What follows belongs to an exercise in optimizing a design on an open flow for small area, a short achievable clock period and few clock cycles per item; a production flow would make more cautious choices.
Where RTL was checked, it was by simulation tests only, not by an equivalence proof against the original.
No functional check of the RTL was part of runs 3 to 6.

$ cat design/flow/config.mk
export PLATFORM = sky130hd
export DESIGN_NAME = mod_vector_seq
export DESIGN_NICKNAME = mod_vector_seq
export VERILOG_FILES = /design/flow/design.v
export SDC_FILE = /design/flow/constraint.sdc
export NUM_CORES = 4
export LEC_CHECK = 0
export ABC_AREA = 1
export CAP_MARGIN = 30
export CORE_MARGIN = 2
export CORE_UTILIZATION = 40
export SLEW_MARGIN = 30
$ cat design/flow/constraint.sdc
create_clock -name core_clock -period 22.0 [get_ports {clk}]
set_input_delay 4.4000 -clock core_clock [delete_from_list [all_inputs] [get_ports {clk}]]
set_output_delay 4.4000 -clock core_clock [all_outputs]
set_load 0.01 [all_outputs]
$ cat design/flow/design.v
`default_nettype none
module mod_vector_seq #(
  parameter int N  = 8,
  parameter int W  = 16,
  parameter int WW = 32,
  parameter int K  = 4
) (
  input  logic            clk,
  input  logic            rst,
  input  logic            in_valid,
  output logic            in_ready,
  input  logic [N*WW-1:0] in_vec,
  input  logic [W-1:0]    q_in,
  input  logic            signed_mode,
  output logic            out_valid,
  input  logic            out_ready,
  output logic [N*W-1:0]  out_vec,
  output logic            err
);
  localparam int G  = WW / K;            
  localparam int GL = (WW - W) / K;      
  localparam int GW = $clog2(G);
  logic [GW-1:0]  ld_cnt;                
  logic           act;                   
  logic           bb_v;                  
  logic           bb_last;               
  logic           prim;                  
  logic [K-1:0]   bb    [N];             
  logic [W-1:0]   h_r   [N];             
  logic [W-1:0]   q1_r;                  
  logic [W-1:0]   nq_r;                  
  logic           qz_r;                  
  logic [W-1:0]   r     [N];             
  logic [W-1:0]   h0    [N];             
  logic [W-1:0]   rs    [N];             
  logic idle, stall, start, qlong, qzero;
  logic [GW-1:0] g0, ld_sel;
  assign stall  = out_valid & ~out_ready;
  assign idle   = ~act & ~bb_v;
  assign start  = idle & prim & in_valid & ~stall;
  assign qlong  = q_in[W-1];
  assign qzero  = (q_in == '0);
  assign g0     = qlong ? GW'(GL) : '0;
  assign ld_sel = act ? ld_cnt : start ? g0 + 1'b1 : g0;
  assign in_ready = act & (ld_cnt == GW'(G - 1));
  function automatic logic [W-1:0] step(input logic [W-1:0] rr,
                                        input logic         b,
                                        input logic [W-1:0] nq);
    logic [W:0]   t;
    logic [W+1:0] s;
    t = {rr, b};
    s = {1'b0, t} + {2'b01, nq} + 1'b1;
    step = s[W+1] ? s[W-1:0] : t[W-1:0];
  endfunction
  always_comb begin
    for (int i = 0; i < N; i++) begin
      logic [WW-1:0] x;
      logic          sneg;
      logic [W-1:0]  h, a;
      logic [W:0]    s;
      x    = in_vec[i*WW +: WW];
      sneg = signed_mode & x[WW-1] & ~qzero;
      h    = qlong ? x[WW-1 -: W] : {W{sneg}};
      s    = {1'b0, h} + {1'b0, sneg ? q_in : ~q_in} + {{W{1'b0}}, ~sneg};
      h0[i] = (sneg | s[W]) ? s[W-1:0] : h;
      a = idle ? h_r[i] : r[i];
      for (int j = K - 1; j >= 0; j--)
        a = step(a, bb[i][j] & ~qz_r, (j == K - 1) ? ~q1_r : nq_r);
      rs[i] = a;
    end
  end
  always_ff @(posedge clk) begin
    for (int i = 0; i < N; i++) begin
      bb[i]  <= in_vec[i*WW + WW - 1 - int'(ld_sel) * K -: K];
      h_r[i] <= h0[i];
      if (!stall)
        r[i] <= rs[i];
    end
    if (!act) begin
      q1_r <= q_in;
      nq_r <= ~q_in;
      qz_r <= qzero;
    end
  end
  always_ff @(posedge clk or posedge rst) begin
    if (rst) begin
      act       <= 1'b0;
      bb_v      <= 1'b0;
      bb_last   <= 1'b0;
      prim      <= 1'b0;
      ld_cnt    <= '0;
      out_valid <= 1'b0;
      err       <= 1'b0;
    end else begin
      prim    <= in_valid;
      bb_v    <= start | act;
      bb_last <= act & (ld_cnt == GW'(G - 1));
      if (start) begin
        act    <= 1'b1;
        ld_cnt <= g0 + 2'd2;
      end else if (act) begin
        ld_cnt <= ld_cnt + 1'b1;
        if (ld_cnt == GW'(G - 1))
          act <= 1'b0;
      end
      if (out_valid && out_ready)
        out_valid <= 1'b0;
      if (bb_v && bb_last) begin
        out_valid <= 1'b1;
        err       <= qz_r;
      end
    end
  end
  always_comb
    for (int i = 0; i < N; i++)
      out_vec[i*W +: W] = r[i];
endmodule
`default_nettype wire
$ cat design/flow/flow/run.sh
#!/bin/bash
# Standard synthesis and layout, with these changes to how the layout is made:
# - port buffers use the plain buf_1 cell (every input and output port is
#   still buffered);
set -euo pipefail
export BUFFER_PORTS_ARGS="-buffer_cell sky130_fd_sc_hd__buf_1"
bash standard.sh SETUP_SLACK_MARGIN=13.5 MATCH_CELL_FOOTPRINT=0 \
  "BUFFER_PORTS_ARGS=-buffer_cell sky130_fd_sc_hd__buf_1" finish > standard_flow.log 2>&1
$ cat design/flow/standard.sh
#!/bin/bash
# synth_recipe.tcl (not shown) runs the flow's synth.tcl, then flattens the netlist and writes it again
# the make line also repeats each setting of config.mk as NAME=value (left out here)
make -C /OpenROAD-flow-scripts/flow DESIGN_CONFIG=/design/flow/config.mk WORK_HOME=/design/flow/orfs CLKGATE_MAP_FILE= SYNTH_SCRIPT=/design/flow/synth_recipe.tcl "${@:-finish}"
==> impl_metrics.toml, run 1 <==
[min_path]
hp-class = "reg2reg"
worst_hold_path.num_cells = 2
whs_endpoint = "err"
holdCritStartpoint = "err"

[sta]
tns_ns = 0
min_period_ns = 8.56
worst_max_slew_margin_expressed_relative_to_the_limit_pct = 20.8
drv_slew = 0
rsz0062_at_grt = "true"
min_period_over_period_pct = 38.9
setup_viol = 0
finalHoldViolCount = 0
max_slew.worst_pin.slew_ns = 1.18
fmax_mhz = 117
clock_skew_ns = 0.0450

[worst_setup_path]
critical_path.startpoint = "out_ready"
timing.critical_path.fanout_max = 37
endpoint_kind = "register"
worstReg2RegStart = "bb_v"
setup.reg_to_reg.worst_slack_ns = 13.66
start_kind = "input pin"
length_in_cells_of_the_worst_reg_to_reg_path = 46
worst-endpoint-arrival_ns = 9.13
worst-setup-path-type = "in2reg"
timing.critical_path.required_ns = 22.57
reg2reg_to = "r[0][14]"

[finish]
seqCellArea_um2 = 8270
fillerInstances = 13500
final_core_utilization_pct = 49.1
multi_input_area_um2 = 44200
areaGrowthSynthToFinish_pct = 21.9
post_layout_nets = 9794
layout-drive-gt1-share_pct = 13.1

[routing]
finalWirelength_mm = 254
route.detailed.drc = 0
via_count = 61300
drt-initial-drc-count = 6487
avgRoutedWirePerCell_um = 23.9
drt-vias-per-instance = 5.77
antenna_violating_nets_post_route = 0
detailedRoute.firstPassIterationCount = 6

[synth]
count_of_state_elements_after_synthesis = 330
synthMostInstantiatedCell = "sky130_fd_sc_hd__nand2_1"
yosysTopAreaCellShare_pct = 20.7
synth_commonest_cells = "sky130_fd_sc_hd__nand2_1, sky130_fd_sc_hd__a21oi_1, sky130_fd_sc_hd__ha_1"
async_reset_ff_share_pct = 2.73
synthDominantAreaCellType = "sky130_fd_sc_hd__nand2_1"
post_synth_inst_count = 8235
synth-edff-count = 161
yosysSeqAreaShare_pct = 15.9
syn_area_per_cell_um2 = 6.32
netlist_area_um2 = 52100
netlist_top_cells_area = "sky130_fd_sc_hd__nand2_1, sky130_fd_sc_hd__ha_1, sky130_fd_sc_hd__edfxtp_1"
synth_cell_types = 61
synth.yosys.warnings = 6
syn_nets = 9196
synth_ff_type = "sky130_fd_sc_hd__edfxtp_1"

[clocking]
clk-insertion-delay-late_ns = 0.68
cts_sinks = 330
cts_tree = "done"
ctsRootBufferMaster = "sky130_fd_sc_hd__clkbuf_16"
ctsLongestPathBuffers = 3
worst_setup_hold_path_clk_slew_ns = 0.06
htree_levels = 2
post_cts_hold_buffer_count = 0
tritoncts.num_buffers = 48

[die]
fp.coreArea_um2 = 129000
die_ar_um2 = 133000
die_height_um = 365
floorplan.die.width_um = 365
standard_cell_rows = 132
initial_utilization_pct = 40.3
num_io_pins = 408

[placement]
globalplace.congestion = 1.04
place.port_buffers = 407
place.detailed.hpwl_mm = 189

[grt]
grt_remaining_overflow = 0
gr-usage-all-layers_pct = 35.6
grt_max_degree = 61
antenna_found_initial = 22
first_global_vias = 55500
grt_first_pass_wirelength_mm = 353

[run]
timing.max_cap.violations = 0

[outcome]
run_status = "finished clean"
layout make-up:
class / instances / area share, %
repair inverters: 25 / 0.313
clock buffers: 58 / 2.06
flip-flops and latches: 330 / 13.0
diodes: 8 / 0.0315
clock inverters: 32 / 0.479
inverters: 638 / 4.00
multi-input cells: 7055 / 69.6
repair buffers: 735 / 7.06
well taps: 1742 / 3.43
through the flow:
step	hold slack [ns]	instances	setup WS, ns	area, um2
6_report	0.524	10600	13.44	63500
5_1_grt	0.541	10600	13.25	63500
4_1_cts	0.516	10500	13.19	58900
3_5_place_dp	0.488	10300	10.55	55400
3_3_place_gp	0.471	10200	10.61	55400
2_1_floorplan	0.458	8235	13.61	52100
cells by family (layout without fill, tap and decap cells):
kind of cell	count (synthesis)	in the layout	synth area share, %
simple gates	4073	4092	32.7
compound gates	1694	1694	17.8
buf+inv	869	1488	6.83
fa+ha+maj	684	684	17.0
xor+xnor	583	583	9.80
flops	330	330	15.9
mux	2	2	0.0384
other cells	0	8	0
sequential cells by signal, summed over array words and instances (netlist names):
register / count
h_r: 128
r: 128
bb: 32
nq_r: 16
q1_r: 16
ld_cnt: 3
act: 1
bb_last: 1
bb_v: 1
err: 1
out_valid: 1
prim: 1
qz_r: 1
how the worst max path moves through the flow:
stage                    end  slack [ns]  cells past startpoint
floorplan            r[0][7]       13.61                     62
global placement    r[6][14]       10.61                     48
detailed placement  r[6][12]       10.55                     49
CTS                  r[0][8]       13.19                     50
global route         r[1][8]       13.25                     57
finish              bb[5][2]       13.44                     19
critical path, stage by stage:
cell	delay, ns
sky130_fd_sc_hd__buf_1	0.07
sky130_fd_sc_hd__inv_1	0.08
sky130_fd_sc_hd__nand2_8	0.28
sky130_fd_sc_hd__nand4_4	0.32
sky130_fd_sc_hd__nand2_8	0.36
sky130_fd_sc_hd__inv_4	0.18
sky130_fd_sc_hd__ha_2	0.41
sky130_fd_sc_hd__inv_1	0.08
sky130_fd_sc_hd__buf_4	0.40
sky130_fd_sc_hd__nand2_1	0.17
sky130_fd_sc_hd__inv_4	0.35
sky130_fd_sc_hd__buf_6	0.33
sky130_fd_sc_hd__a22oi_1	0.18
sky130_fd_sc_hd__o21ai_0	0.31
sky130_fd_sc_hd__o21a_1	0.41
sky130_fd_sc_hd__nand2_1	0.24
sky130_fd_sc_hd__nand2_1	0.13
sky130_fd_sc_hd__nor2_1	0.06
sky130_fd_sc_hd__a31oi_1	0.20
cells in the final DEF, fill, tap and decap left out, drive strengths merged, types with 54 or more instances in the layout:
| master | n |
|---|---|
| nand2 | 2911 |
| a21oi | 758 |
| buf | 725 |
| o21ai | 652 |
| ha | 644 |
| inv | 640 |
| nand3 | 527 |
| nor2 | 417 |
| xor2 | 365 |
| xnor2 | 218 |
| edfxtp | 161 |
| dfxtp | 160 |
| nand4 | 88 |
| clkbuf | 68 |
| nor3 | 54 |
routing by layer:
metal / part of all wire [%] / track usage [%] / vias up
met5: 0.031 / 0 / -
met4: 5.5 / 16.2 / 10
met3: 11 / 8.66 / 612
met2: 41 / 52.6 / 3124
met1: 42 / 48.6 / 28600
li1: - / - / 29000
what timing repair did:
item,in CTS,in global routing
buffers inserted,88,130
endpoints found under the setup margin,275,177
gates resized for setup,284,652
gates cloned,25,30
pin swaps,55,132
Testbench counts, summed over its fixed seeds: cycles 8,208, items 2,048.
==> run 2: changes to the inputs <==
--- a/design/flow/flow/run.sh
+++ b/design/flow/flow/run.sh
@@ -5,4 +5,4 @@
 set -euo pipefail
 export BUFFER_PORTS_ARGS="-buffer_cell sky130_fd_sc_hd__buf_1"
-bash standard.sh SETUP_SLACK_MARGIN=13.5 MATCH_CELL_FOOTPRINT=0 \
+bash standard.sh SETUP_SLACK_MARGIN=14 MATCH_CELL_FOOTPRINT=0 \
   "BUFFER_PORTS_ARGS=-buffer_cell sky130_fd_sc_hd__buf_1" finish > standard_flow.log 2>&1
==> impl_metrics.toml, run 2 <==
[synth]
async_reset_ff_share_pct = 2.73
yosysTopAreaCellShare_pct = 20.7
synth_commonest_cells = "sky130_fd_sc_hd__nand2_1, sky130_fd_sc_hd__a21oi_1, sky130_fd_sc_hd__ha_1"
synthDominantAreaCellType = "sky130_fd_sc_hd__nand2_1"
synthMostInstantiatedCell = "sky130_fd_sc_hd__nand2_1"
synth_ff_type = "sky130_fd_sc_hd__edfxtp_1"
post_synth_inst_count = 8235
yosysSeqAreaShare_pct = 15.9
syn_area_per_cell_um2 = 6.32
netlist_top_cells_area = "sky130_fd_sc_hd__nand2_1, sky130_fd_sc_hd__ha_1, sky130_fd_sc_hd__edfxtp_1"
count_of_state_elements_after_synthesis = 330
synth-edff-count = 161
syn_nets = 9196
synth.yosys.warnings = 6
synth_cell_types = 61
netlist_area_um2 = 52100

[clocking]
cts_tree = "done"
ctsRootBufferMaster = "sky130_fd_sc_hd__clkbuf_16"
post_cts_hold_buffer_count = 0
htree_levels = 2
cts_sinks = 330
tritoncts.num_buffers = 46
ctsLongestPathBuffers = 3
clk-insertion-delay-late_ns = 0.67
worst_setup_hold_path_clk_slew_ns = 0.06

[sta]
max_slew.worst_pin.slew_ns = 1.44
clock_skew_ns = 0.0473
drv_slew = 0
min_period_over_period_pct = 36.4
worst_max_slew_margin_expressed_relative_to_the_limit_pct = 3.89
fmax_mhz = 125
rsz0062_at_grt = "true"
tns_ns = 0
finalHoldViolCount = 0
min_period_ns = 8.00
setup_viol = 0

[grt]
first_global_vias = 56400
gr-max-usage-layer = "met2"
gr-usage-all-layers_pct = 36.5
global_route.usage.met3_pct = 9.34
antenna_found_initial = 20
globalRouteMet2Util_pct = 54.2
met1_usage_pct = 49.3
grt_remaining_overflow = 0
grt_first_pass_wirelength_mm = 362
grt_max_degree = 68

[worst_setup_path]
endpoint_kind = "register"
max_stage_delay_ns = 0.44
critical_path.top_delay_family = "simple AND/OR/NAND/NOR gates"
timing.critical_path.fanout_max = 8
setup.reg_to_reg.worst_slack_ns = 14.00
timing.critical_path.required_ns = 22.51
worst-endpoint-arrival_ns = 8.52
worst-setup-path-type = "reg2reg"
path_common_cell = "sky130_fd_sc_hd__nand2_2"
crit_buf_inv = 12
start_kind = "register"
critical_path.slowest_cell = "sky130_fd_sc_hd__dfrtp_2"

[die]
die_height_um = 365
fp.coreArea_um2 = 129000
standard_cell_rows = 132
num_io_pins = 408
initial_utilization_pct = 40.3
floorplan.die.width_um = 365
die_ar_um2 = 133000

[placement]
place.port_buffers = 407
placed_cells_incl_taps = 10200
place.detailed.hpwl_mm = 184
globalplace.congestion = 1.04

[finish]
final_common_cell = "sky130_fd_sc_hd__nand2_1"
reg.largest.list = "h_r x128, r x128, bb x32"
final_core_utilization_pct = 53.8
post_layout_nonfiller_instances = 10900
multi_input_area_um2 = 47900
areaGrowthSynthToFinish_pct = 33.5
layout-drive-gt1-share_pct = 22.1
seqCellArea_um2 = 8270
post_layout_nets = 10000
fillerInstances = 12700
layout_common_cells = "sky130_fd_sc_hd__nand2_1, sky130_fd_sc_hd__a21oi_1, sky130_fd_sc_hd__inv_1"

[routing]
avgRoutedWirePerCell_um = 24.5
drt-vias-per-instance = 5.85
detailedRoute.firstPassIterationCount = 7
finalWirelength_mm = 266
drt-initial-drc-count = 7075
route.detailed.drc = 0
via_count = 63500
antenna_violating_nets_post_route = 0

[run]
timing.max_cap.violations = 0

[min_path]
hp-class = "reg2reg"

[outcome]
run_status = "finished clean"
## run 2: per-stage QoR
stage | hold slack (ns) | setup slack [ns] | cell area [um2]
2_1_floorplan | 0.458 | 14.00 | 52200
3_3_place_gp | 0.530 | 10.06 | 55400
3_5_place_dp | 0.539 | 10.08 | 55400
4_1_cts | 0.556 | 13.91 | 61200
5_1_grt | 0.581 | 13.72 | 69500
6_report | 0.561 | 14.00 | 69500
## run 2: path summary, 6_finish.rpt
check / endpoint / cells after the start / startpoint
min reg2reg: err / 2 / err
max in group asynchronous: act / 2 / rst
max: r[1][7] / 60 / bb_v
min: err / 2 / err
max reg2reg: r[1][7] / 60 / bb_v
min in group asynchronous: prim / 2 / rst
## run 2: cell families after synthesis
family | share of synthesized area [%]
adder cells (fa/ha/maj) | 17.0
XOR/XNOR | 9.80
AND/OR/NAND/NOR | 32.7
buffers and inverters | 6.83
multiplexers | 0.0384
AO/OA/AOI/OAI | 17.8
flip-flops | 15.9
## run 2: area by class of cell
class / count / share of cell area, %
Timing Repair Buffer: 971 / 9.72
Clock buffer: 57 / 1.86
Antenna cell: 8 / 0.0288
Timing Repair inverter: 30 / 0.394
Sequential cell: 330 / 11.9
Multi-Input combinational cell: 7054 / 68.9
Tap cell: 1742 / 3.13
Inverter: 638 / 3.72
Clock inverter: 28 / 0.342
## run 2: worst reg2reg max path, delay by kind of cell (launching register included)
| family | cells | cell delay (ns) |
|---|---|---|
| adder cells (fa/ha/maj) | 4 | 1.17 |
| buffers and inverters | 12 | 1.41 |
| AO/OA/AOI/OAI | 12 | 1.52 |
| flip-flops | 1 | 0.44 |
| AND/OR/NAND/NOR | 32 | 3.32 |
## run 2: per-layer routing
| metal | vias up | share of wire, % | wire (um) |
|---|---|---|---|
| met5 | - | 0.023 | 61 |
| met4 | 10 | 6.0 | 16000 |
| met3 | 763 | 12 | 33000 |
| met2 | 3562 | 41 | 109000 |
| met1 | 29700 | 41 | 108000 |
| li1 | 29500 | - | - |
## run 2: timing repair
action                                  4_1_cts  5_1_grt
endpoints found under the setup margin      288      249
gates cloned                                 45       28
buffers inserted                            163      289
pin swaps                                   116      371
gates resized for setup                     567     1198
==> run 3: changes to the inputs <==
--- a/design/flow/design.v
+++ b/design/flow/design.v
@@ -25,12 +25,11 @@
   logic           bb_v;                  
   logic           bb_last;               
+  logic [K-1:0]   bb    [N];             
+  logic [W-1:0]   q_r;                   
+  logic           qz_r;                  
+  logic           sm_r;                  
   logic           prim;                  
-  logic [K-1:0]   bb    [N];             
-  logic [W-1:0]   h_r   [N];             
-  logic [W-1:0]   q1_r;                  
-  logic [W-1:0]   nq_r;                  
-  logic           qz_r;                  
   logic [W-1:0]   r     [N];             
-  logic [W-1:0]   h0    [N];             
+  logic [W-1:0]   r0    [N];             
   logic [W-1:0]   rs    [N];             
   logic idle, stall, start, qlong, qzero;
@@ -38,17 +37,17 @@
   assign stall  = out_valid & ~out_ready;
   assign idle   = ~act & ~bb_v;
-  assign start  = idle & prim & in_valid & ~stall;
-  assign qlong  = q_in[W-1];
+  assign start  = idle & prim & ~stall;    
+  assign qlong  = q_r[W-1];
   assign qzero  = (q_in == '0);
   assign g0     = qlong ? GW'(GL) : '0;
-  assign ld_sel = act ? ld_cnt : start ? g0 + 1'b1 : g0;
+  assign ld_sel = idle ? g0 : ld_cnt;
   assign in_ready = act & (ld_cnt == GW'(G - 1));
   function automatic logic [W-1:0] step(input logic [W-1:0] rr,
                                         input logic         b,
-                                        input logic [W-1:0] nq);
+                                        input logic [W-1:0] q);
     logic [W:0]   t;
     logic [W+1:0] s;
     t = {rr, b};
-    s = {1'b0, t} + {2'b01, nq} + 1'b1;
+    s = {1'b0, t} + {2'b01, ~q} + 1'b1;
     step = s[W+1] ? s[W-1:0] : t[W-1:0];
   endfunction
@@ -56,30 +55,30 @@
     for (int i = 0; i < N; i++) begin
       logic [WW-1:0] x;
-      logic          sneg;
+      logic          sneg, add;
       logic [W-1:0]  h, a;
-      logic [W:0]    s;
+      logic [W:0]    t;
+      logic [W+1:0]  s;
       x    = in_vec[i*WW +: WW];
-      sneg = signed_mode & x[WW-1] & ~qzero;
+      sneg = sm_r & x[WW-1];
       h    = qlong ? x[WW-1 -: W] : {W{sneg}};
-      s    = {1'b0, h} + {1'b0, sneg ? q_in : ~q_in} + {{W{1'b0}}, ~sneg};
-      h0[i] = (sneg | s[W]) ? s[W-1:0] : h;
-      a = idle ? h_r[i] : r[i];
-      for (int j = K - 1; j >= 0; j--)
-        a = step(a, bb[i][j] & ~qz_r, (j == K - 1) ? ~q1_r : nq_r);
-      rs[i] = a;
+      add  = idle & sneg;
+      a    = r[i];
+      for (int j = K - 1; j >= 1; j--)
+        a = step(a, bb[i][j] & ~qz_r, q_r);
+      t    = idle ? {1'b0, h} : {a, bb[i][0] & ~qz_r};
+      s    = {1'b0, t} + (add ? {2'b00, q_r} : {2'b01, ~q_r}) + {{(W+1){1'b0}}, ~add};
+      rs[i] = (s[W+1] | add) ? s[W-1:0] : t[W-1:0];
+      r0[i] = rs[i] & {W{~qz_r}};
     end
   end
   always_ff @(posedge clk) begin
     for (int i = 0; i < N; i++) begin
-      bb[i]  <= in_vec[i*WW + WW - 1 - int'(ld_sel) * K -: K];
-      h_r[i] <= h0[i];
+      bb[i] <= in_vec[i*WW + WW - 1 - int'(ld_sel) * K -: K];
       if (!stall)
-        r[i] <= rs[i];
+        r[i] <= idle ? r0[i] : rs[i];
     end
-    if (!act) begin
-      q1_r <= q_in;
-      nq_r <= ~q_in;
-      qz_r <= qzero;
-    end
+    q_r  <= q_in;
+    qz_r <= qzero;
+    sm_r <= signed_mode;
   end
   always_ff @(posedge clk or posedge rst) begin
@@ -98,5 +97,5 @@
       if (start) begin
         act    <= 1'b1;
-        ld_cnt <= g0 + 2'd2;
+        ld_cnt <= g0 + 1'b1;
       end else if (act) begin
         ld_cnt <= ld_cnt + 1'b1;
--- a/design/flow/flow/run.sh
+++ b/design/flow/flow/run.sh
@@ -5,4 +5,4 @@
 set -euo pipefail
 export BUFFER_PORTS_ARGS="-buffer_cell sky130_fd_sc_hd__buf_1"
-bash standard.sh SETUP_SLACK_MARGIN=14 MATCH_CELL_FOOTPRINT=0 \
+bash standard.sh SETUP_SLACK_MARGIN=13 MATCH_CELL_FOOTPRINT=0 \
   "BUFFER_PORTS_ARGS=-buffer_cell sky130_fd_sc_hd__buf_1" finish > standard_flow.log 2>&1
==> impl_metrics.toml, run 3 <==
[worst_setup_path]
worst-setup-path-type = "reg2reg"
max_stage_delay_ns = 0.48
timing.critical_path.fanout_max = 32
setup.reg_to_reg.worst_slack_ns = 13.35
start_kind = "register"
path_common_cell = "sky130_fd_sc_hd__nand2_1"
worst-endpoint-arrival_ns = 9.02
reg2reg_to = "r[4][7]"
critical_path.slowest_cell = "sky130_fd_sc_hd__dfxtp_4"
worstReg2RegStart = "q_r[15]"
length_in_cells_of_the_worst_reg_to_reg_path = 51
timing.critical_path.required_ns = 22.37
endpoint_kind = "register"

[grt]
grt_remaining_overflow = 0
first_global_vias = 44500
grt_max_degree = 79
grt_first_pass_wirelength_mm = 274
antenna_found_initial = 7
gr-usage-all-layers_pct = 33.4

[routing]
drt-initial-drc-count = 5219
detailedRoute.firstPassIterationCount = 7
routed.top_layer = "met5"
route.detailed.drc = 0
met3_wirelength_mm = 19.9
met2_wirelength_mm = 84.3
avgRoutedWirePerCell_um = 22.2
via_count = 49800
drt-vias-per-instance = 5.71
finalWirelength_mm = 194
wirelength_met1_mm = 82.0
antenna_violating_nets_post_route = 0

[placement]
globalplace.congestion = 1.00
place.detailed.hpwl_mm = 147
place.port_buffers = 407

[sta]
max_slew.worst_pin.slew_ns = 1.01
worst_max_slew_margin_expressed_relative_to_the_limit_pct = 32.7
fmax_mhz = 116
drv_slew = 0
clock_skew_ns = 0.0170
tns_ns = 0
finalHoldViolCount = 0
min_period_ns = 8.65
setup_viol = 0
rsz0062_at_grt = "true"
min_period_over_period_pct = 39.3

[synth]
synth.yosys.warnings = 5
synth_commonest_cells = "sky130_fd_sc_hd__nand2_1, sky130_fd_sc_hd__inv_1, sky130_fd_sc_hd__a21oi_1"
post_synth_inst_count = 6864
synthMostInstantiatedCell = "sky130_fd_sc_hd__nand2_1"
async_reset_ff_share_pct = 4.81
count_of_state_elements_after_synthesis = 187
netlist_area_um2 = 42500
yosysSeqAreaShare_pct = 11.9
syn_area_per_cell_um2 = 6.19
yosysTopAreaCellShare_pct = 16.8
synth-edff-count = 128
synth_ff_type = "sky130_fd_sc_hd__edfxtp_1"
syn_nets = 7687
netlist_top_cells_area = "sky130_fd_sc_hd__nand2_1, sky130_fd_sc_hd__ha_1, sky130_fd_sc_hd__edfxtp_1"
synth_cell_types = 64
synthDominantAreaCellType = "sky130_fd_sc_hd__nand2_1"

[clocking]
ctsLongestPathBuffers = 2
ctsRootBufferMaster = "sky130_fd_sc_hd__clkbuf_16"
cts_sinks = 187
clk-insertion-delay-late_ns = 0.54
post_cts_hold_buffer_count = 0
worst_setup_hold_path_clk_slew_ns = 0.09
cts_tree = "done"
tritoncts.num_buffers = 17
htree_levels = 4

[finish]
layout-drive-gt1-share_pct = 8.01
post_layout_nets = 8137
largest_register_ff_count = 128
layout_common_cells = "sky130_fd_sc_hd__nand2_1, sky130_fd_sc_hd__inv_1, sky130_fd_sc_hd__a21oi_1"
fillerInstances = 11300
final_common_cell = "sky130_fd_sc_hd__nand2_1"
reg.largest.list = "r x128, bb x32, q_r x16"
largest_register = "r"
areaGrowthSynthToFinish_pct = 13.9

[die]
die_ar_um2 = 109000
die_height_um = 330
standard_cell_rows = 119
fp.coreArea_um2 = 105000
num_io_pins = 408
floorplan.die.width_um = 330
initial_utilization_pct = 40.4

[min_path]
worst_hold_path.num_cells = 2
holdCritStartpoint = "err"
whs_endpoint = "err"
hp-class = "reg2reg"

[outcome]
run_status = "finished clean"

[run]
timing.max_cap.violations = 0
[run 3: cell types whose count changed after synthesis, sizes merged, moves of 29 or more]
cell	change
a21oi	-63
clkbuf	-37
dfxtp	-110
edfxtp	-33
ha	-130
inv	+221
nand2	-973
nand3	-30
nor2	-49
o21ai	-29
xnor2	-59
xor2	-61
[run 3: per-stage QoR]
step / instances / hold WS, ns / worst slack, ns / util [%] / area (um2)
floorplan: 6864 / 0.458 / 13.22 / - / 42500
global placement: 8528 / 0.473 / 11.25 / 42.8 / 45100
detailed placement: 8528 / 0.485 / 11.16 / 42.8 / 45100
CTS: 8585 / 0.521 / 13.00 / 44.0 / 46300
global route: 8719 / 0.558 / 12.92 / 45.9 / 48400
finish: 8720 / 0.512 / 13.35 / 45.9 / 48400
[run 3: cell families (layout without fill, tap and decap cells)]
family	Yosys count	count (layout)	share of synthesized area, %
adder cells (fa/ha/maj)	546	546	16.6
AND/OR/NAND/NOR	3015	3026	30.5
other	0	2	0
XOR/XNOR	463	463	9.54
AO/OA/AOI/OAI	1603	1605	21.1
multiplexers	1	1	0.0236
flip-flops	187	187	11.9
buffers and inverters	1049	1499	10.2
[run 3: critical path, delay by kind of cell, from the launching register on]
family | cells | cell delay, ns
adder cells (fa/ha/maj) | 4 | 1.35
buffers and inverters | 10 | 1.51
AND/OR/NAND/NOR | 22 | 2.61
flip-flops | 1 | 0.48
AO/OA/AOI/OAI | 15 | 2.46
[run 3: area by class of cell]
type,instances,area (um2),area share [%]
Tap cell,1391,1740,3.60
Multi-Input combinational cell,5641,33900,70.2
Timing Repair Buffer,600,3530,7.30
Clock inverter,14,166,0.344
Timing Repair inverter,9,62.6,0.129
Antenna cell,2,5.00,0.0103
Clock buffer,18,429,0.887
Sequential cell,187,5100,10.5
Inverter,858,3410,7.04
[run 3: worst max-delay path by stage]
| stage | from | end | cells after the start |
|---|---|---|---|
| after floorplan | q_r[1] | r[6][10] | 53 |
| after global placement | q_r[13] | r[5][2] | 48 |
| after detailed placement | q_r[13] | r[5][2] | 48 |
| after CTS | q_r[6] | r[6][12] | 48 |
| after global routing | q_r[13] | r[2][5] | 47 |
| final | q_r[15] | r[4][7] | 51 |
[run 3: timing repair]
action,in CTS,in global routing
buffers inserted,19,111
endpoints found under the setup margin,128,128
gates resized for setup,133,248
pin swaps,8,40
cloned,6,20
[run 3: layer usage]
| layer | GRT usage, % | vias to the layer above |
|---|---|---|
| li1 | - | 24000 |
| met1 | 45.4 | 23100 |
| met2 | 52.4 | 2325 |
| met3 | 6.23 | 373 |
| met4 | 12.3 | 6 |
| met5 | 0 | - |
==> run 4: changes to the inputs <==
--- a/design/flow/flow/run.sh
+++ b/design/flow/flow/run.sh
@@ -5,4 +5,4 @@
 set -euo pipefail
 export BUFFER_PORTS_ARGS="-buffer_cell sky130_fd_sc_hd__buf_1"
-bash standard.sh SETUP_SLACK_MARGIN=13 MATCH_CELL_FOOTPRINT=0 \
+bash standard.sh SETUP_SLACK_MARGIN=14 MATCH_CELL_FOOTPRINT=0 \
   "BUFFER_PORTS_ARGS=-buffer_cell sky130_fd_sc_hd__buf_1" finish > standard_flow.log 2>&1
==> impl_metrics.toml, run 4 <==
[finish]
largest_register = "r"
areaGrowthSynthToFinish_pct = 31.4
post_layout_nets = 8456
post_layout_nonfiller_instances = 9041
layout_common_cells = "sky130_fd_sc_hd__nand2_1, sky130_fd_sc_hd__inv_1, sky130_fd_sc_hd__a21oi_1"
layout-drive-gt1-share_pct = 20.4
final_common_cell = "sky130_fd_sc_hd__nand2_1"
final_core_utilization_pct = 53.0
largest_register_ff_count = 128
fillerInstances = 10500
multi_input_area_um2 = 38300
reg.largest.list = "r x128, bb x32, q_r x16"
seqCellArea_um2 = 5120

[routing]
via_count = 52800
finalWirelength_mm = 211
drt-initial-drc-count = 5696
route.detailed.drc = 0
drt-vias-per-instance = 5.84
detailedRoute.firstPassIterationCount = 10
antenna_violating_nets_post_route = 0
avgRoutedWirePerCell_um = 23.3

[clocking]
ctsRootBufferMaster = "sky130_fd_sc_hd__clkbuf_16"
post_cts_hold_buffer_count = 0
cts_tree = "done"
cts_sinks = 187
clk-insertion-delay-late_ns = 0.56
ctsLongestPathBuffers = 2
worst_setup_hold_path_clk_slew_ns = 0.10
tritoncts.num_buffers = 17
htree_levels = 4

[grt]
grt_max_degree = 61
global_route.usage.met3_pct = 6.65
first_global_vias = 46300
grt_first_pass_wirelength_mm = 286
grt_remaining_overflow = 0
globalRouteMet2Util_pct = 55.0
met1_usage_pct = 46.5
gr-max-usage-layer = "met2"
antenna_found_initial = 16
gr-usage-all-layers_pct = 35.1

[sta]
finalHoldViolCount = 0
fmax_mhz = 127
min_period_ns = 7.87
tns_ns = 0
holdWs_ns = 0.510
clock_skew_ns = 0.0252
worst_max_slew_margin_expressed_relative_to_the_limit_pct = 28.1
rsz0062_at_grt = "false"
max_slew.worst_pin.slew_ns = 1.07
min_period_over_period_pct = 35.8
drv_slew = 0
setup_slack_ns = 14.13
setup_viol = 0

[synth]
synthDominantAreaCellType = "sky130_fd_sc_hd__nand2_1"
synth_fa_ha_area_share_pct = 16.6
async_reset_ff_share_pct = 4.81
synthMostInstantiatedCell = "sky130_fd_sc_hd__nand2_1"
yosysSeqAreaShare_pct = 11.9
compound_gate_portion_of_the_synthesized_area_pct = 21.1
synth_ff_type = "sky130_fd_sc_hd__edfxtp_1"
synth_top_family_by_area = "simple AND/OR/NAND/NOR gates"
share_of_the_synthesized_netlist_area_taken_by_xor_and_xnor_gates_pct = 9.54
synth.yosys.warnings = 5
synth.area.mux_share_pct = 0.0236
yosys.area_share.simple_pct = 30.5
post_synth_inst_count = 6864
yosysTopAreaCellShare_pct = 16.8
netlist_top_cells_area = "sky130_fd_sc_hd__nand2_1, sky130_fd_sc_hd__ha_1, sky130_fd_sc_hd__edfxtp_1"
synth-edff-count = 128
synth_commonest_cells = "sky130_fd_sc_hd__nand2_1, sky130_fd_sc_hd__inv_1, sky130_fd_sc_hd__a21oi_1"
syn_nets = 7687
syn_area_per_cell_um2 = 6.19
count_of_state_elements_after_synthesis = 187
synth_cell_types = 64
netlist_area_um2 = 42500

[worst_setup_path]
worstReg2RegStart = "q_r[9]"
worst-setup-path-type = "reg2reg"
setup.reg_to_reg.worst_slack_ns = 14.13
timing.critical_path.fanout_max = 17
critical_path.top_delay_family = "simple AND/OR/NAND/NOR gates"
max_stage_delay_ns = 0.38
crit_buf_inv = 13
length_in_cells_of_the_worst_reg_to_reg_path = 52
timing.critical_path.required_ns = 22.39
critical_path.slowest_cell = "sky130_fd_sc_hd__dfxtp_4"
start_kind = "register"
reg2reg_to = "r[4][13]"
endpoint_kind = "register"
worst-endpoint-arrival_ns = 8.26

[min_path]
hp-class = "reg2reg"
worst_hold_path.num_cells = 2
whs_endpoint = "err"
holdCritStartpoint = "err"

[run]
timing.max_cap.violations = 0

[placement]
place.detailed.hpwl_mm = 150
place.port_buffers = 407
placed_cells_incl_taps = 8529
globalplace.congestion = 1.01
pre_cts_slack_ns = 11.55

[die]
num_io_pins = 408
die_ar_um2 = 109000
die_height_um = 330
floorplan.die.width_um = 330
initial_utilization_pct = 40.4
standard_cell_rows = 119
fp.coreArea_um2 = 105000

[outcome]
run_status = "finished clean"
## run 4: changes by cell type in the layout (fill, tap and decap cells not counted), sizes merged
cell      previous run  this run
clkbuf              22        31
inv                856       855
clkinv               7        17
nor2               369       368
nand2             1933      1941
diode                2         4
nand3              496       505
bufinv               3         4
buf                596       884
clkinvlp            15        13
o21bai              43        41
## run 4: worst max path at each step
stage | from | to | slack [ns] | cells past startpoint
CTS | q_r[13] | r[4][13] | 14.00 | 54
floorplan | q_r[1] | r[0][10] | 14.01 | 56
finish | q_r[9] | r[4][13] | 14.13 | 52
detailed placement | q_r[13] | r[3][12] | 11.55 | 52
global route | q_r[6] | r[5][0] | 13.83 | 51
global placement | q_r[13] | r[3][3] | 11.52 | 52
## run 4: tightest hold or removal path: cells and delay by family (launching register included)
family          cells  cell delay, ns
flops               1            0.37
compound gates      1            0.06
simple gates        1            0.05
## run 4: cell type report
type                            count  area share (%)
Antenna cell                        4          0.0179
Clock buffer                       18           0.769
Clock inverter                     14           0.368
Inverter                          858            6.25
Multi-Input combinational cell   5655            68.6
Sequential cell                   187            9.18
Tap cell                         1391            3.12
Timing Repair Buffer              897            11.4
Timing Repair inverter             17           0.238
## run 4: cells by family after synthesis
logic type	Yosys count
buffers and inverters	1049
muxes	1
adders and majority gates	546
and+or+nand+nor	3015
xor gates and xnor gates	463
DFF	187
AOI/OAI and AO/OA	1603
## run 4: routing by layer
metal / up-vias / routed length (um)
li1: 24700 / -
met1: 24600 / 84500
met2: 2968 / 91400
met3: 554 / 23300
met4: 12 / 11500
met5: - / 95
## run 4: per-stage QoR
step           area [um2]
5_1_grt             55800
3_3_place_gp        45100
3_5_place_dp        45200
4_1_cts             49100
2_1_floorplan       42500
6_report            55800
## run 4: what timing repair did
action,in CTS,in global routing
resized for setup,442,872
setup endpoints to repair,128,128
cloned,22,33
pin swaps,72,264
buffers inserted,167,253
==> run 5: changes to the inputs <==
--- a/design/flow/flow/run.sh
+++ b/design/flow/flow/run.sh
@@ -5,4 +5,4 @@
 set -euo pipefail
 export BUFFER_PORTS_ARGS="-buffer_cell sky130_fd_sc_hd__buf_1"
-bash standard.sh SETUP_SLACK_MARGIN=14 MATCH_CELL_FOOTPRINT=0 \
+bash standard.sh SETUP_SLACK_MARGIN=13.5 MATCH_CELL_FOOTPRINT=0 \
   "BUFFER_PORTS_ARGS=-buffer_cell sky130_fd_sc_hd__buf_1" finish > standard_flow.log 2>&1
==> impl_metrics.toml, run 5 <==
[grt]
grt_max_degree = 90
gr-usage-all-layers_pct = 35.1
grt_first_pass_wirelength_mm = 287
antenna_found_initial = 12
grt_remaining_overflow = 0
first_global_vias = 45800

[sta]
fmax_mhz = 121
min_period_ns = 8.24
finalHoldViolCount = 0
min_period_over_period_pct = 37.5
worst_max_slew_margin_expressed_relative_to_the_limit_pct = 32.5
setup_viol = 0
drv_slew = 0
max_slew.worst_pin.slew_ns = 1.00
clock_skew_ns = 0.0216
tns_ns = 0
rsz0062_at_grt = "true"

[synth]
count_of_state_elements_after_synthesis = 187
synth_ff_type = "sky130_fd_sc_hd__edfxtp_1"
synthMostInstantiatedCell = "sky130_fd_sc_hd__nand2_1"
synth_commonest_cells = "sky130_fd_sc_hd__nand2_1, sky130_fd_sc_hd__inv_1, sky130_fd_sc_hd__a21oi_1"
post_synth_inst_count = 6864
async_reset_ff_share_pct = 4.81
synthDominantAreaCellType = "sky130_fd_sc_hd__nand2_1"
syn_nets = 7687
synth.yosys.warnings = 5
syn_area_per_cell_um2 = 6.19
yosysTopAreaCellShare_pct = 16.8
synth_cell_types = 64
synth-edff-count = 128
netlist_top_cells_area = "sky130_fd_sc_hd__nand2_1, sky130_fd_sc_hd__ha_1, sky130_fd_sc_hd__edfxtp_1"
yosysSeqAreaShare_pct = 11.9
netlist_area_um2 = 42500

[die]
die_ar_um2 = 109000
num_io_pins = 408
die_height_um = 330
standard_cell_rows = 119
floorplan.die.width_um = 330
fp.coreArea_um2 = 105000
initial_utilization_pct = 40.4

[clocking]
post_cts_hold_buffer_count = 0
tritoncts.num_buffers = 17
ctsRootBufferMaster = "sky130_fd_sc_hd__clkbuf_16"
cts_sinks = 187
worst_setup_hold_path_clk_slew_ns = 0.09
clk-insertion-delay-late_ns = 0.55
ctsLongestPathBuffers = 2
cts_tree = "done"
htree_levels = 4

[routing]
detailedRoute.firstPassIterationCount = 8
avgRoutedWirePerCell_um = 23.3
drt-initial-drc-count = 5658
finalWirelength_mm = 206
route.detailed.drc = 0
antenna_violating_nets_post_route = 0
via_count = 51100
drt-vias-per-instance = 5.78

[finish]
seqCellArea_um2 = 5130
post-route-cell-area_um2 = 50900
fillerInstances = 11200
areaGrowthSynthToFinish_pct = 19.8
multi_input_area_um2 = 35200
reg.largest.list = "r x128, bb x32, q_r x16"
largest_register_ff_count = 128
layout-drive-gt1-share_pct = 12.2
largest_register = "r"
post_layout_nets = 8260
layout_common_cells = "sky130_fd_sc_hd__nand2_1, sky130_fd_sc_hd__inv_1, sky130_fd_sc_hd__a21oi_1"
final_common_cell = "sky130_fd_sc_hd__nand2_1"
final_core_utilization_pct = 48.3

[worst_setup_path]
endpoint_kind = "register"
timing.critical_path.required_ns = 22.30
start_kind = "register"
worst-endpoint-arrival_ns = 8.55
critical_path.slowest_cell = "sky130_fd_sc_hd__dfxtp_4"
worst-setup-path-type = "reg2reg"
length_in_cells_of_the_worst_reg_to_reg_path = 52
timing.critical_path.fanout_max = 17
path_common_cell = "sky130_fd_sc_hd__nand2_1"
max_stage_delay_ns = 0.40

[run]
timing.max_cap.violations = 0

[outcome]
run_status = "finished clean"

[placement]
globalplace.congestion = 1.00
place.detailed.hpwl_mm = 154
postPlaceCellArea_um2 = 45100
place.port_buffers = 407

[min_path]
worst_hold_path.num_cells = 2
hp-class = "reg2reg"
[run 5: cell families after synthesis]
logic type | synth area share, %
buffers and inverters | 10.2
DFF | 11.9
adders and majority gates | 16.6
AOI/OAI and AO/OA | 21.1
xor gates and xnor gates | 9.54
and+or+nand+nor | 30.5
muxes | 0.0236
[run 5: area by class of cell]
| type | count | share of cell area [%] |
|---|---|---|
| antenna | 4 | 0.0197 |
| clock buffer | 18 | 0.843 |
| clock inverter | 14 | 0.297 |
| inverter | 858 | 6.81 |
| multi-input combinational | 5648 | 69.2 |
| sequential | 187 | 10.1 |
| tap | 1391 | 3.42 |
| timing repair buffer | 718 | 9.22 |
| timing repair inverter | 7 | 0.0934 |
[run 5: per-stage QoR]
step	hold slack, ns	instances	setup WS, ns
after floorplan	0.458	6864	13.51
after global placement	0.474	8526	11.66
after detailed placement	0.484	8527	11.54
after CTS	0.512	8642	13.50
after global routing	0.524	8842	13.35
final	0.512	8845	13.76
[run 5: timing repair]
action | in CTS | in global routing
resized for setup | 231 | 472
setup endpoints to repair | 128 | 128
pin swaps | 27 | 108
setup buffers | 74 | 170
gates cloned | 9 | 28
endpoints found under the hold margin | 0 | 0
[run 5: worst max-delay path, delay by kind of cell (launching register included)]
kind	cells	cell delay, ns
AO/OA/AOI/OAI	9	1.39
adder cells (fa/ha/maj)	4	1.36
buffers and inverters	8	1.08
flip-flops	1	0.40
AND/OR/NAND/NOR	31	3.75
[run 5: worst paths after layout]
path / slack [ns] / endpoint / from
setup / recovery: 13.76 / r[0][11] / q_r[13]
hold / removal: 0.51 / out_valid / bb_last
setup reg to reg: 13.76 / r[0][11] / q_r[13]
hold reg to reg: 0.51 / out_valid / bb_last
max in group asynchronous: 17.85 / prim / rst
min in group asynchronous: 3.83 / ld_cnt[0] / rst
[run 5: layer usage]
metal	up-vias	GRT usage (%)	wire length, um
met2	2610	55.5	88800
met5	-	0	12
met4	2	15.2	10700
met1	23700	47.5	86900
li1	24300	-	-
met3	491	5.28	19800
==> run 6: changes to the inputs <==
--- a/design/flow/design.v
+++ b/design/flow/design.v
@@ -31,5 +31,4 @@
   logic           prim;                  
   logic [W-1:0]   r     [N];             
-  logic [W-1:0]   r0    [N];             
   logic [W-1:0]   rs    [N];             
   logic idle, stall, start, qlong, qzero;
@@ -60,5 +59,5 @@
       logic [W+1:0]  s;
       x    = in_vec[i*WW +: WW];
-      sneg = sm_r & x[WW-1];
+      sneg = sm_r & x[WW-1] & ~qz_r;       
       h    = qlong ? x[WW-1 -: W] : {W{sneg}};
       add  = idle & sneg;
@@ -69,5 +68,4 @@
       s    = {1'b0, t} + (add ? {2'b00, q_r} : {2'b01, ~q_r}) + {{(W+1){1'b0}}, ~add};
       rs[i] = (s[W+1] | add) ? s[W-1:0] : t[W-1:0];
-      r0[i] = rs[i] & {W{~qz_r}};
     end
   end
@@ -76,5 +74,5 @@
       bb[i] <= in_vec[i*WW + WW - 1 - int'(ld_sel) * K -: K];
       if (!stall)
-        r[i] <= idle ? r0[i] : rs[i];
+        r[i] <= rs[i];
     end
     q_r  <= q_in;
--- a/design/flow/flow/run.sh
+++ b/design/flow/flow/run.sh
@@ -5,4 +5,4 @@
 set -euo pipefail
 export BUFFER_PORTS_ARGS="-buffer_cell sky130_fd_sc_hd__buf_1"
-bash standard.sh SETUP_SLACK_MARGIN=13.5 MATCH_CELL_FOOTPRINT=0 \
+bash standard.sh SETUP_SLACK_MARGIN=13 MATCH_CELL_FOOTPRINT=0 \
   "BUFFER_PORTS_ARGS=-buffer_cell sky130_fd_sc_hd__buf_1" finish > standard_flow.log 2>&1
==> impl_metrics.toml, run 6 <==
[worst_setup_path]
critical_path.top_delay_family = "simple AND/OR/NAND/NOR gates"
setup.reg_to_reg.worst_slack_ns = 13.35
worst-endpoint-arrival_ns = 8.95
endpoint_kind = "register"
max_stage_delay_ns = 0.39
timing.critical_path.required_ns = 22.30
worstReg2RegStart = "q_r[7]"
start_kind = "register"
reg2reg_to = "r[4][12]"
timing.critical_path.fanout_max = 19
critical_path.slowest_cell = "sky130_fd_sc_hd__ha_1"
length_in_cells_of_the_worst_reg_to_reg_path = 47
worst-setup-path-type = "reg2reg"
crit_buf_inv = 9
path_common_cell = "sky130_fd_sc_hd__nand2_1"

[grt]
grt_first_pass_wirelength_mm = 299
gr-usage-all-layers_pct = 35.6
grt_max_degree = 84
antenna_found_initial = 10
first_global_vias = 46900
grt_remaining_overflow = 0

[sta]
setup_viol = 0
worst_max_slew_margin_expressed_relative_to_the_limit_pct = 25.8
max_slew.worst_pin.slew_ns = 1.10
setup_slack_ns = 13.35
clock_skew_ns = 0.0245
min_period_ns = 8.65
holdWs_ns = 0.501
rsz0062_at_grt = "true"
min_period_over_period_pct = 39.3
finalHoldViolCount = 0
fmax_mhz = 116
drv_slew = 0
tns_ns = 0

[synth]
count_of_state_elements_after_synthesis = 187
synth.yosys.warnings = 4
synth-edff-count = 128
syn_nets = 8171
synth_ff_type = "sky130_fd_sc_hd__edfxtp_1"
syn_area_per_cell_um2 = 5.98
synth_cell_types = 65
post_synth_inst_count = 7347
yosysSeqAreaShare_pct = 11.5
synthDominantAreaCellType = "sky130_fd_sc_hd__nand2_1"
synthMostInstantiatedCell = "sky130_fd_sc_hd__nand2_1"
netlist_area_um2 = 43900
async_reset_ff_share_pct = 4.81
yosysTopAreaCellShare_pct = 19.4
synth_commonest_cells = "sky130_fd_sc_hd__nand2_1, sky130_fd_sc_hd__inv_1, sky130_fd_sc_hd__nand3_1"
netlist_top_cells_area = "sky130_fd_sc_hd__nand2_1, sky130_fd_sc_hd__ha_1, sky130_fd_sc_hd__edfxtp_1"

[die]
num_io_pins = 408
die_height_um = 335
die_ar_um2 = 112000
standard_cell_rows = 121
fp.coreArea_um2 = 109000
floorplan.die.width_um = 335
initial_utilization_pct = 40.3

[finish]
layout_common_cells = "sky130_fd_sc_hd__nand2_1, sky130_fd_sc_hd__inv_1, sky130_fd_sc_hd__nand3_1"
largest_register = "r"
final_common_cell = "sky130_fd_sc_hd__nand2_1"
final_core_utilization_pct = 45.2
areaGrowthSynthToFinish_pct = 12.1
largest_register_ff_count = 128
layout-drive-gt1-share_pct = 6.44
post_layout_nets = 8590
post_layout_nonfiller_instances = 9194
reg.largest.list = "r x128, bb x32, q_r x16"
post-route-cell-area_um2 = 49200

[clocking]
cts_tree = "done"
worst_setup_hold_path_clk_slew_ns = 0.10
cts_sinks = 187
ctsLongestPathBuffers = 2
ctsRootBufferMaster = "sky130_fd_sc_hd__clkbuf_16"
post_cts_hold_buffer_count = 0
clk-insertion-delay-late_ns = 0.54
htree_levels = 4
tritoncts.num_buffers = 17

[run]
timing.max_cap.violations = 0

[min_path]
whs_endpoint = "err"
hp-class = "reg2reg"
worst_hold_path.num_cells = 2
holdCritStartpoint = "err"

[routing]
antenna_violating_nets_post_route = 0
drt-vias-per-instance = 5.67
finalWirelength_mm = 211
drt-initial-drc-count = 5240
avgRoutedWirePerCell_um = 23.0
detailedRoute.firstPassIterationCount = 7
route.detailed.drc = 0
via_count = 52100

[placement]
postPlaceCellArea_um2 = 46700
placed_cells_incl_taps = 9038
globalplace.congestion = 1.01
place.detailed.hpwl_mm = 166
pre_cts_slack_ns = 11.72
place.port_buffers = 407

[outcome]
run_status = "finished clean"
[run 6: cell count changes in the layout (fill, tap and decap cells not counted), moves of 22 or more]
cell / change
sky130_fd_sc_hd__a21oi_2: -43
sky130_fd_sc_hd__nand4_1: -22
sky130_fd_sc_hd__ha_4: -48
sky130_fd_sc_hd__inv_2: +23
sky130_fd_sc_hd__inv_1: +76
sky130_fd_sc_hd__o21ai_0: -39
sky130_fd_sc_hd__ha_2: -31
sky130_fd_sc_hd__a21oi_1: -139
sky130_fd_sc_hd__nand2_2: -53
sky130_fd_sc_hd__nand2_1: +413
sky130_fd_sc_hd__nor2_1: +152
sky130_fd_sc_hd__nand3_1: +185
sky130_fd_sc_hd__buf_4: -101
sky130_fd_sc_hd__ha_1: +80
[run 6: cells by family (layout without fill, tap and decap cells)]
logic type / after synthesis / after routing / share of synthesized area, %
buffers and inverters: 1136 / 1556 / 10.4
adder cells (fa/ha/maj): 547 / 547 / 16.1
AO/OA/AOI/OAI: 1318 / 1318 / 16.9
other: 0 / 1 / 0
XOR/XNOR: 471 / 471 / 9.39
AND/OR/NAND/NOR: 3688 / 3700 / 35.7
flip-flops: 187 / 187 / 11.5
[run 6: how the worst max path moves through the flow]
stage	from	end	slack, ns	cells after the start
after CTS	q_r[15]	r[2][1]	13.01	48
after global routing	q_r[12]	r[1][1]	12.97	48
after detailed placement	q_r[11]	r[1][0]	11.72	48
after floorplan	out_ready	ld_cnt[2]	13.69	8
after global placement	q_r[8]	r[0][12]	11.36	47
final	q_r[7]	r[4][12]	13.35	47
[run 6: worst register-to-register path: cells and delay by family, from the launching register on]
| family | cells | cell delay [ns] |
|---|---|---|
| buf+inv | 9 | 1.48 |
| flops | 1 | 0.36 |
| compound gates | 11 | 1.90 |
| fa+ha+maj | 4 | 1.52 |
| simple gates | 23 | 3.15 |
[run 6: area by class of cell]
| type | count | area (um2) |
|---|---|---|
| Fill cell | 11900 | 59600 |
| Tap cell | 1414 | 1770 |
| Multi-Input combinational cell | 6036 | 34900 |
| Antenna cell | 1 | 2.50 |
| Sequential cell | 187 | 5100 |
| Clock buffer | 17 | 425 |
| Clock inverter | 15 | 189 |
| Inverter | 939 | 3640 |
| Timing Repair inverter | 2 | 15.0 |
| Timing Repair Buffer | 583 | 3200 |
[run 6: timing repair]
| action | in CTS | in global routing |
|---|---|---|
| gates cloned | 5 | 9 |
| gates resized for setup | 101 | 150 |
| buffers inserted | 10 | 97 |
| pin swaps | 7 | 26 |
| setup endpoints to repair | 128 | 128 |
[run 6: metal layers]
layer  GRT usage (%)  vias to the layer above  wire (um)
met2            55.7                     2561      90600
met1            48.7                    24100      91100
li1                -                    25100          -
met5               0                        -         52
met3            5.58                      417      19700
met4            14.4                        8       9920
==> run 7: changes to the inputs <==
--- a/design/flow/design.v
+++ b/design/flow/design.v
@@ -27,4 +27,5 @@
   logic [K-1:0]   bb    [N];             
   logic [W-1:0]   q_r;                   
+  logic [W-1:0]   nq1_r;                 
   logic           qz_r;                  
   logic           sm_r;                  
@@ -51,4 +52,13 @@
     step = s[W+1] ? s[W-1:0] : t[W-1:0];
   endfunction
+  function automatic logic [W-1:0] step_n(input logic [W-1:0] rr,
+                                          input logic         b,
+                                          input logic [W-1:0] nq);
+    logic [W:0]   t;
+    logic [W+1:0] s;
+    t = {rr, b};
+    s = {1'b0, t} + {2'b01, nq} + 1'b1;
+    step_n = s[W+1] ? s[W-1:0] : t[W-1:0];
+  endfunction
   always_comb begin
     for (int i = 0; i < N; i++) begin
@@ -63,5 +73,6 @@
       add  = idle & sneg;
       a    = r[i];
-      for (int j = K - 1; j >= 1; j--)
+      a = step_n(a, bb[i][K-1] & ~qz_r, nq1_r);
+      for (int j = K - 2; j >= 1; j--)
         a = step(a, bb[i][j] & ~qz_r, q_r);
       t    = idle ? {1'b0, h} : {a, bb[i][0] & ~qz_r};
@@ -77,4 +88,5 @@
     end
     q_r  <= q_in;
+    nq1_r <= ~q_in;
     qz_r <= qzero;
     sm_r <= signed_mode;
==> impl_metrics.toml, run 7 <==
[sta]
tns_ns = 0
min_period_over_period_pct = 38.7
drv_slew = 0
finalHoldViolCount = 0
clock_skew_ns = 0.0563
setup_viol = 0
max_slew.worst_pin.slew_ns = 1.18
holdWs_ns = 0.498
worst_max_slew_margin_expressed_relative_to_the_limit_pct = 21.4
min_period_ns = 8.50
fmax_mhz = 118
rsz0062_at_grt = "false"

[finish]
fillerInstances = 12300
largest_register_ff_count = 128
post_layout_nets = 8613
areaGrowthSynthToFinish_pct = 11.2
post_layout_nonfiller_instances = 9305
layout_common_cells = "sky130_fd_sc_hd__nand2_1, sky130_fd_sc_hd__inv_1, sky130_fd_sc_hd__nand3_1"
reg.largest.list = "r x128, bb x32"
layout-drive-gt1-share_pct = 5.30
final_common_cell = "sky130_fd_sc_hd__nand2_1"
largest_register = "r"

[min_path]
worst_hold_path.num_cells = 2
hp-class = "reg2reg"

[synth]
netlist_top_cells_area = "sky130_fd_sc_hd__nand2_1, sky130_fd_sc_hd__ha_1, sky130_fd_sc_hd__edfxtp_1"
synthMostInstantiatedCell = "sky130_fd_sc_hd__nand2_1"
synth.yosys.warnings = 4
synthDominantAreaCellType = "sky130_fd_sc_hd__nand2_1"
synth_ff_type = "sky130_fd_sc_hd__edfxtp_1"
synth-edff-count = 128
yosysTopAreaCellShare_pct = 19.6
synth_commonest_cells = "sky130_fd_sc_hd__nand2_1, sky130_fd_sc_hd__inv_1, sky130_fd_sc_hd__nand3_1"
synth_cell_types = 63
netlist_area_um2 = 44300
yosysSeqAreaShare_pct = 12.2
syn_area_per_cell_um2 = 5.96
post_synth_inst_count = 7423
async_reset_ff_share_pct = 4.43
count_of_state_elements_after_synthesis = 203
syn_nets = 8247

[placement]
place.port_buffers = 407
place.detailed.hpwl_mm = 175
globalplace.congestion = 1.01
placed_cells_incl_taps = 9186

[routing]
drt-initial-drc-count = 5403
avgRoutedWirePerCell_um = 23.9
drt-vias-per-instance = 5.67
met2_wirelength_mm = 93.7
detailedRoute.firstPassIterationCount = 7
met3_wirelength_mm = 22.8
via_count = 52700
antenna_violating_nets_post_route = 0
finalWirelength_mm = 223
wirelength_met1_mm = 93.3
route.detailed.drc = 0
routed.top_layer = "met5"

[worst_setup_path]
timing.critical_path.fanout_max = 17
critical_path.slowest_cell = "sky130_fd_sc_hd__dfxtp_1"
length_in_cells_of_the_worst_reg_to_reg_path = 48
timing.critical_path.required_ns = 22.38
worst-setup-path-type = "reg2reg"
start_kind = "register"
path_common_cell = "sky130_fd_sc_hd__nand2_1"
max_stage_delay_ns = 0.47
cp_num_cells = 48
crit_buf_inv = 5
worst-endpoint-arrival_ns = 8.89
endpoint_kind = "register"
critical_path.top_delay_family = "simple AND/OR/NAND/NOR gates"

[clocking]
worst_setup_hold_path_clk_slew_ns = 0.06
tritoncts.num_buffers = 31
cts_tree = "done"
ctsLongestPathBuffers = 3
post_cts_hold_buffer_count = 0
cts_sinks = 203
htree_levels = 1
ctsRootBufferMaster = "sky130_fd_sc_hd__clkbuf_16"
clk-insertion-delay-late_ns = 0.69

[grt]
grt_max_degree = 130
antenna_found_initial = 13
gr-usage-all-layers_pct = 37.3
grt_first_pass_wirelength_mm = 312
grt_remaining_overflow = 0
first_global_vias = 47500

[outcome]
run_status = "finished clean"

[die]
die_height_um = 337
floorplan.die.width_um = 337
fp.coreArea_um2 = 110000
standard_cell_rows = 122
num_io_pins = 408
die_ar_um2 = 113000
initial_utilization_pct = 40.2

[run]
timing.max_cap.violations = 0
## run 7: logic make-up (layout without fill, tap and decap cells)
kind of cell	after synthesis	count (layout)	synth area share [%]
muxes	1	1	0.0226
buffers and inverters	1113	1498	10.1
AOI/OAI and AO/OA	1306	1306	16.3
and+or+nand+nor	3787	3793	36.1
adders and majority gates	547	547	16.0
other	0	3	0
xor gates and xnor gates	466	466	9.22
DFF	203	203	12.2
## run 7: through the flow
stage / utilization [%] / setup slack, ns / area [um2]
CTS: 44.1 / 13.03 / 48600
detailed placement: 42.8 / 11.26 / 47200
floorplan: - / 13.40 / 44300
finish: 44.6 / 13.50 / 49200
global route: 44.6 / 12.97 / 49200
global placement: 42.8 / 11.36 / 47200
## run 7: repair_timing
item                       CTS  global route
resized for setup           46           110
buffers inserted            21            27
setup endpoints to repair  128           128
gates cloned                 2             6
pin swaps                    8            12
## run 7: worst reg2reg max path: cells and delay by family, from the launching register on
family	cells	cell delay [ns]
and+or+nand+nor	28	3.29
AOI/OAI and AO/OA	11	2.09
adders and majority gates	4	1.40
buffers and inverters	5	0.97
DFF	1	0.47
## run 7: path summary, 6_finish.rpt
kind / from / end / slack [ns]
max: nq1_r[10] / r[1][12] / 13.50
min: bb_last / out_valid / 0.50
max reg2reg: nq1_r[10] / r[1][12] / 13.50
min reg2reg: bb_last / out_valid / 0.50
max in group asynchronous: rst / ld_cnt[2] / 18.07
min in group asynchronous: rst / bb_last / 3.65
## run 7: cell type report
class | count | area, um2 | area share [%]
diodes | 3 | 7.51 | 0.0153
clock buffers | 43 | 913 | 1.86
clock inverters | 15 | 153 | 0.310
inverters | 906 | 3450 | 7.01
multi-input cells | 6113 | 34800 | 70.7
flip-flops and latches | 203 | 5410 | 11.0
well taps | 1488 | 1860 | 3.78
repair buffers | 532 | 2580 | 5.25
repair inverters | 2 | 15.0 | 0.0305
## run 7: routing by layer
layer	GRT usage, %	up-vias
met2	57.9	2576
met5	0	-
li1	-	25200
met1	49.5	24500
met3	7.19	470
met4	18.1	12
Testbench counts of run 7, summed over its fixed seeds: cycles 10,256, items 2,048.

## what the ideal ports hide
Ports are ideal in the flow. The routed layouts listed here were re-timed in OpenROAD.
Step 1 assumes that a clkbuf_16 drives the clock port and a buf_2 every other input.
Step 2 adds t to the input delays and takes it off the output delays; t is the mean of the earliest and latest rising clock arrival at the registers after step 1. Input paths then give back, and output paths get back, about the clock's delay inside the block.
a / b / c = ideal ports / drivers / drivers and shift; a / b = the first two.
| run | shift t [ns] | slack for setup (ns) | worst hold slack (ns) | worst setup path at the end |
|---|---|---|---|---|
| run 1 | 0.740 | 13.442 / 13.495 / 12.754 | 0.524 / 0.524 / 0.524 | input to register |
| run 2 | 0.724 | 13.996 / 13.996 / 13.335 | 0.561 / 0.561 / 0.561 | input to register |
| run 3 | 0.600 | 13.352 / 13.352 / 13.352 | 0.512 / 0.512 / 0.512 | register to register |
| run 4 | 0.609 | 14.132 / 14.132 / 13.883 | 0.510 / 0.510 / 0.510 | input to register |
| run 5 | 0.603 | 13.759 / 13.759 / 13.641 | 0.512 / 0.512 / 0.512 | input to register |
| run 6 | 0.590 | 13.345 / 13.345 / 13.345 | 0.501 / 0.501 / 0.501 | register to register |
| run 7 | 0.732 | 13.495 / 13.495 / 13.408 | 0.498 / 0.498 / 0.498 | input to register |
After both steps setup and hold are still met in every run listed. For run 1, which loses most, drivers alone change the setup slack by +0.053 ns; drivers and shift together by -0.688 ns.
